This design comes from an exercise in tuning for small area, a short achievable clock period and few clock cycles per item on the open sky130 flow, not from production work. No functional check of the RTL was part of any run shown here.

==> flow/design.v, too long to show whole: its modules and the start of the top module <==
// module lstm_delta_fa: 11 lines
// module lstm_delta_ha: 10 lines
// module lstm_delta: 8952 lines
module lstm_delta
(
    input  logic                     clk,
    input  logic                     xrst,
    input  logic                     in_valid,
    output logic                     in_ready,
    input  logic                     in_last,
    input  logic signed [15:0] i,
    input  logic signed [15:0] f,
    input  logic signed [15:0] o,
    input  logic signed [15:0] a,
    input  logic signed [15:0] tanh_c,
    input  logic signed [15:0] c_prev,
    input  logic signed [15:0] dh,
    input  logic signed [15:0] dc_next,
    output logic                     out_valid,
    input  logic                     out_ready,
    output logic                     out_last,
    output logic signed [15:0] di,
    output logic signed [15:0] df,
    output logic signed [15:0] do_,
    output logic signed [15:0] da,
    output logic signed [15:0] dc_prev
);
  // ...
==> flow/flow/run.sh <==
#!/bin/bash
# Standard ORFS layout (the standard.sh, standard synthesis unchanged) with two
# changes to how the layout is optimised:
#  - port buffers use buf_4 instead of the default delay-buffer choice;
#  - timing repair aims for extra setup margin, so the resizer works on the
#    register-to-register paths although the 12 ns constraint is met anyway.
# The SDC (clock period, I/O delays, load) is the standard flow's, unchanged.
set -euo pipefail
bash standard.sh \
  "BUFFER_PORTS_ARGS=-buffer_cell sky130_fd_sc_hd__buf_4" \
  SETUP_SLACK_MARGIN=8.3 \
  finish > standard_flow.log 2>&1
==> flow/standard.sh <==
#!/bin/bash
# synth_recipe.tcl (not shown) runs the flow's synth.tcl, then flattens the netlist and writes it again
# the make line also repeats each setting of config.mk as NAME=value (left out here)
make -C /OpenROAD-flow-scripts/flow DESIGN_CONFIG=/design/flow/config.mk WORK_HOME=/design/flow/orfs CLKGATE_MAP_FILE= SYNTH_SCRIPT=/design/flow/synth_recipe.tcl "${@:-finish}"
==> flow/config.mk <==
export PLATFORM = sky130hd
export DESIGN_NAME = lstm_delta
export DESIGN_NICKNAME = lstm_delta
export VERILOG_FILES = /design/flow/design.v
export SDC_FILE = /design/flow/constraint.sdc
export NUM_CORES = 4
export LEC_CHECK = 0
export ABC_AREA = 1
export ABC_CLOCK_PERIOD_IN_PS = 3500
export CAP_MARGIN = 20
export CORE_MARGIN = 2
export CORE_UTILIZATION = 55
export SLEW_MARGIN = 20
export SYNTH_HIERARCHICAL = 1
==> flow/constraint.sdc <==
create_clock -name core_clock -period 12.0 [get_ports {clk}]
set_input_delay 2.4000 -clock core_clock [delete_from_list [all_inputs] [get_ports {clk}]]
set_output_delay 2.4000 -clock core_clock [all_outputs]
set_load 0.01 [all_outputs]
==> notes.md, run 1 <==
share of layout cells above drive strength 1=10.21%; multi-input gates=9899; I/O pin count=216; Mapped Nets=15640; status=timing/DRC/antenna clean; initial antenna violation count=5; first-pass GRT wire length=591900 um; Post-synth ARST share=0.5468%; TNS Setup=0 ns; busiest grt layer=met2; Crit-path slowest cell=dfstp_4; # Taps=3185; placed insts=16100; worst-path maximum fanout=4; Final Hold Viols=0; clock slew seen by the registers of the worst setup and hold paths=0.07 ns; Final Max Slew Viols=0; vias in the first global route=100800; Non-Filler Instances=16910; largest family of logic cells by synthesized area=adder cells; PortBufs=215; GR Util met3=5.218%; Worst-Skew Late Latency=0.84 ns; # Max-Cap Violations=0; Wirelength per Cell=22.97 um; Non-clock buffers=781; Unique masters post-synth=62; critical path depth=1; die width=495.6 um; Mean Syn Cell Area=9.984 um2; cell breakdown of the critical path=buf_12; WP data required=9.60 ns; post-DP HPWL=273300 um
==> inputs of run 2 (changes only) <==
--- a/flow/design.v
+++ b/flow/design.v
@@ -48,16 +48,17 @@
     output logic                     out_last,
     output logic signed [15:0] di,
     output logic signed [15:0] df,
     output logic signed [15:0] do_,
     output logic signed [15:0] da,
     output logic signed [15:0] dc_prev
 );
     logic en;
+    logic held;
     logic v0, v1, v2, v3, v4, v5;
     logic [80:0] skid;
     logic [15:0] s0_i;
     logic [15:0] s0_f;
     logic [15:0] s0_o;
     logic [15:0] s0_a;
     logic [15:0] s0_tanh_c;
     logic [15:0] s0_c_prev;
@@ -8849,22 +8850,22 @@
     wire [23:0] c3da_h = c3da_s[24:1];
     wire c3da_ov = ~(&c3da_h[23:15] | ~(|c3da_h[23:15]));
     wire [15:0] c3da_v = c3da_ov ? (c3da_h[23] ? 16'h8000 : 16'h7fff) : c3da_h[15:0];
     wire [24:0] c3dp_s = {s5_dp_a, s5_dp_c} + {s5_dp_b, s5_dp_c};
     wire [23:0] c3dp_h = c3dp_s[24:1];
     wire c3dp_ov = ~(&c3dp_h[23:15] | ~(|c3dp_h[23:15]));
     wire [15:0] c3dp_v = c3dp_ov ? (c3dp_h[23] ? 16'h8000 : 16'h7fff) : c3dp_h[15:0];
     wire [80:0] res = {s5_last, c3di_v, c3df_v, s5_dov, c3da_v, c3dp_v};
-    assign en       = in_ready;
+    assign en       = ~held;
     always_ff @(posedge clk or negedge xrst) begin
         if (!xrst) begin
             v0 <= 1'b0; v1 <= 1'b0; v2 <= 1'b0; v3 <= 1'b0; v4 <= 1'b0; v5 <= 1'b0;
         end else if (en) begin
-            v0 <= in_valid; v1 <= v0; v2 <= v1; v3 <= v2; v4 <= v3; v5 <= v4;
+            v0 <= in_valid && in_ready; v1 <= v0; v2 <= v1; v3 <= v2; v4 <= v3; v5 <= v4;
         end
     end
     always_ff @(posedge clk) begin
         if (en) begin
             s0_i <= i;
             s0_f <= f;
             s0_o <= o;
             s0_a <= a;
@@ -8954,30 +8955,38 @@
             s5_da_c <= da_lo[8];
             s5_dp_a <= dp_r0[31:8];
             s5_dp_b <= dp_r1[31:8];
             s5_dp_c <= dp_lo[8];
             s5_dov <= s4_dov;
             s5_last <= s4_last;
         end
     end
+    logic held_n;
+    always_comb begin
+        held_n = held;
+        if (held) begin
+            if (out_ready) held_n = 1'b0;
+        end else if (out_valid && !out_ready && v5) begin
+            held_n = 1'b1;
+        end
+    end
     always_ff @(posedge clk or negedge xrst) begin
         if (!xrst) begin
             out_valid <= 1'b0;
-            in_ready  <= 1'b1;
-        end else if (!in_ready) begin
-            if (out_ready) in_ready <= 1'b1;
-        end else if (!out_valid || out_ready) begin
-            out_valid <= v5;
-        end else if (v5) begin
-            in_ready <= 1'b0;
+            in_ready  <= 1'b0;
+            held      <= 1'b0;
+        end else begin
+            held     <= held_n;
+            in_ready <= ~held_n;
+            if (!held && (!out_valid || out_ready)) out_valid <= v5;
         end
     end
     always_ff @(posedge clk) begin
-        if (in_ready) skid <= res;
-        if (!in_ready) begin
+        if (!held) skid <= res;
+        if (held) begin
             if (out_ready) {out_last, di, df, do_, da, dc_prev} <= skid;
         end else if (!out_valid || out_ready) begin
             {out_last, di, df, do_, da, dc_prev} <= res;
         end
     end
 endmodule
 `default_nettype wire
==> flow/config.mk (replaced) <==
export PLATFORM = sky130hd
export DESIGN_NAME = lstm_delta
export DESIGN_NICKNAME = lstm_delta
export VERILOG_FILES = /design/flow/design.v
export SDC_FILE = /design/flow/constraint.sdc
export NUM_CORES = 4
export LEC_CHECK = 0
export ABC_AREA = 1
export ABC_CLOCK_PERIOD_IN_PS = 3500
export CAP_MARGIN = 20
export CORE_MARGIN = 2
export CORE_UTILIZATION = 65
export SLEW_MARGIN = 20
export SYNTH_HIERARCHICAL = 1
==> run 2 against run 1 <==
  * Routed wire length down 2.9%
  * Critical path depth stayed put
  * Global-route usage increased by 4.4 points
  * Core utilization grew 11 points
  * Clock skew grew 0.0036 ns
  * Die area decreased by 15%
  * Cell area shrank 0.55%
  * Setup slack better by 0.15 ns
  * Non-clock buffer count shrank 40
  * Critical path type unchanged
==> notes.md, run 2 <==
post-DP HPWL=263100 um (was 273300 um); busiest grt layer=met2 (unchanged); most frequent cell after synthesis=nand2_1 (unchanged); RSZ-0062 raised after global routing=yes (unchanged); CTS tree=built (unchanged); worst setup margin=8.004 ns (was 7.850 ns); top cells by count, synth=nand2_1, xor2_1, edfxtp_1 (unchanged); synth warn=7 (unchanged); NumNets Final=15930 (was 15900); synth-to-layout area growth=10.92% (was 11.92%); crit end category=output pin (unchanged); clock slew seen by the registers of the worst setup and hold paths=0.06 ns (was 0.07 ns); fmax=250.3 MHz (was 240.9 MHz); Wirelength per Cell=22.96 um (was 22.97 um); Unique masters post-synth=64 (was 62); GPL Wtd Cong=0.9520 (was 0.9346); Reg2Reg Setup Slack=8.25 ns (was 8.30 ns); clk sinks=1464 (was 1463); Num CTS Buffers=165 (was 169); core area=204400 um2 (was 240500 um2); area fraction of the dominant cell type after synthesis=32.75% (was 32.87%); EDFF count, synth=1455 (unchanged); share of layout cells above drive strength 1=10.11% (was 10.21%); Final Cycle Share=33.30% (was 34.59%); startpoint type of the worst setup path=flip-flop (unchanged); Congestion Overflow GR=0 (unchanged); Final Max Slew Viols=0 (unchanged); Worst Skew=0.04859 ns (was 0.04497 ns); most frequent cells in the layout=nand2_1, xor2_1, edfxtp_1 (unchanged); synthesized instance count=13390 (was 13320); Seq/Total Area, Yosys=32.92% (was 33.02%); ANT nets after route=0 (unchanged); TNS Setup=0 ns (unchanged); final wirelength=377200 um (was 388400 um); delay-heaviest family, CP=flip-flops (unchanged); met2 Use GR=55.84% (was 48.82%); H-tree Lvls=4 (unchanged); FP Rows=166 (was 180); pin count of the biggest net entering global routing=189 (was 155); Synth area leaders=edfxtp_1, fa_1, xor2_1 (unchanged); worst-path maximum fanout=1 (was 4); Initial Util=65.27% (was 55.27%); drt pass-1 iters=10 (was 8); Die ar.=208900 um2 (was 245700 um2); Syn Std Cell Area=133400 um2 (was 132900 um2); Final setup viols=0 (unchanged); leading area contributor after synthesis=edfxtp_1 (unchanged); Min-Delay Path Class=flip-flop to flip-flop (unchanged); Total Routing Usage GR=35.23% (was 30.85%); met1 Resource Use GR=47.40% (was 43.22%); CP max stage delay=0.56 ns (was 0.71 ns); Arr. time, crit path=1.60 ns (was 1.75 ns); initial drt markers=12450 (was 10050); Worst Path Buf+Inv=1 (unchanged); CP startpoint=di[9] (was in_ready); PortBufs=215 (unchanged); most common flop cell mapped by yosys=edfxtp_1 (unchanged); cell breakdown of the critical path=buf_6 (was buf_12); post-route cell area=148000 um2 (was 148800 um2); Worst-Skew Late Latency=0.87 ns (was 0.84 ns); worst hold margin=0.4047 ns (was 0.3995 ns); relative slew slack=23.90% (was 29.60%); worst slew pin tran=1.142 ns (was 1.052 ns); Final Hold Viols=0 (unchanged); die height=457.0 um (was 495.6 um); status=timing/DRC/antenna clean (unchanged); Largest Register=skid (unchanged); ANT cells=0 (was 3); most common cell after layout, fill and taps aside=nand2_1 (unchanged); # Max-Cap Violations=0 (unchanged); total number of vias=104000 (was 101500); pre-CTS setup slack=7.213 ns (was 7.080 ns); CTS Root Cell=clkbuf_16 (unchanged); die width=457.0 um (was 495.6 um); initial antenna violation count=3 (was 5); first-pass GRT wire length=579500 um (was 591900 um); GR Util met3=7.066% (was 5.218%); Crit-path slowest cell=edfxtp_1 (was dfstp_4); DR DRC count=0 (unchanged); Mean Syn Cell Area=9.963 um2 (was 9.984 um2); R2R Path End=s5_df_a[9] (was s5_da_a[16]); cells on worst reg2reg path=8 (was 7); Post-synth ARST share=0.6148% (was 0.5468%); Post-DP Area=136300 um2 (was 136500 um2); Mapped Nets=15720 (was 15640); WP data required=9.60 ns (about the same); I/O pin count=216 (unchanged); Largest register FFs=81 (unchanged); Vias/cell=6.332 (was 6.001); critical path depth=1 (unchanged); vias in the first global route=103500 (was 100800); Max Root-Sink Buffers=3 (unchanged); Critical Path Sink=di[9] (was in_ready); worst r2r src=s4_dc_enc[3] (was s4_dc_enc[12]); final critical-path required period=3.996 ns (was 4.150 ns); #FFs+latches synth=1464 (was 1463); crit path kind=flip-flop to output pin (unchanged)
## run 2: cell types whose count changed after synthesis, moves of 7 or more
cell	previous run	this run
nand2_2	21	33
nor2_1	589	582
inv_1	1188	1224
xor2_1	1617	1607
buf_1	153	145
nand2_1	2479	2489
o21bai_1	35	47
or2_2	18	26
xnor2_1	100	110
a21oi_1	442	433
o21ai_0	306	298
nand3b_1	23	33
nand3_1	301	317
## run 2: cell families after synthesis
kind of cell,after synthesis,synth area share [%]
xor+xnor,1717,11.27
compound gates,2290,10.28
mux,9,0.07410
fa+ha+maj,2194,28.33
simple gates,3721,11.40
flops,1464,32.92
buf+inv,1995,5.728
## run 2: how the worst min path moves through the flow
| stage | from | end | slack [ns] | depth (start not counted) |
|---|---|---|---|---|
| finish | s1_a[1] | s2_a[1] | 0.40 | 0 |
| global route | s3_f[2] | s4_f[2] | 0.41 | 0 |
| CTS | s1_a[1] | s2_a[1] | 0.40 | 0 |
| detailed placement | s1_c_prev[0] | s2_c_prev[0] | 0.40 | 0 |
| global placement | s0_dc_next[5] | s1_dc_next[5] | 0.40 | 0 |
| floorplan | s0_c_prev[0] | s1_c_prev[0] | 0.40 | 0 |
## run 2: per-stage QoR
stage	instances	util, %
final	16430	72.40
after global routing	16430	72.40
after CTS	16130	70.55
after detailed placement	15670	66.67
after global placement	15660	66.65
after floorplan	13390	-
## run 2: Yosys stat by module, one instance, submodules excluded
module	cells	flip-flops and latches
lstm_delta_ha	1	0
lstm_delta_fa	1	0
lstm_delta	11770	1464
## run 2: final cells by class
class | count | area (um2)
repair inverters | 12 | 77.57
clock buffers | 191 | 4279
flip-flops and latches | 1464 | 43920
clock inverters | 110 | 1304
well taps | 2688 | 3363
fillers | 14700 | 56410
multi-input cells | 9934 | 82210
inverters | 1288 | 5559
repair buffers | 741 | 7251
## run 2: per-layer routing
metal	wire, um	up-vias	part of all wire [%]
li1	-	45800	-
met5	98	-	0.026
met4	19420	8	5.1
met2	172900	6286	46
met3	37690	1411	10
met1	147100	50530	39
## run 2: what timing repair did
item / CTS / global route
gates cloned: 11 / 13
resized for setup: 249 / 239
endpoints found under the setup margin: 555 / 467
pin swaps: 2 / 53
buffers inserted: 154 / 284
hold buffers: 0 / 0

==> afterwards: timing with drivers on the ports <==
The flow's constraints put no driver on any port. The routed layouts listed below were extracted and timed again, unchanged, in two steps. Step 1: set_driving_cell puts a clkbuf_16 on clk and a buf_2 on each other input, an assumption about the parent block. Step 2, shift: input delay + t, output delay - t, t = (earliest + latest rising clock arrival at the registers) / 2. This alone moves slack from input paths to output paths. Three values: ideal, step 1, step 2; two values: the first two.
run | t (ns) | setup slack, ns | clock arrival spread, ns | worst data-port slew with drivers (ns)
run 1 | 0.917 | 7.850 / 7.751 / 7.708 | 0.051 / 0.051 | 0.15
run 2 | 0.935 | 8.004 / 7.912 / 7.685 | 0.051 / 0.052 | 0.10
After both steps every run listed still meets setup and hold. The setup slack of run 2, which loses most, moves by -0.092 ns with the drivers and by -0.319 ns with both steps.
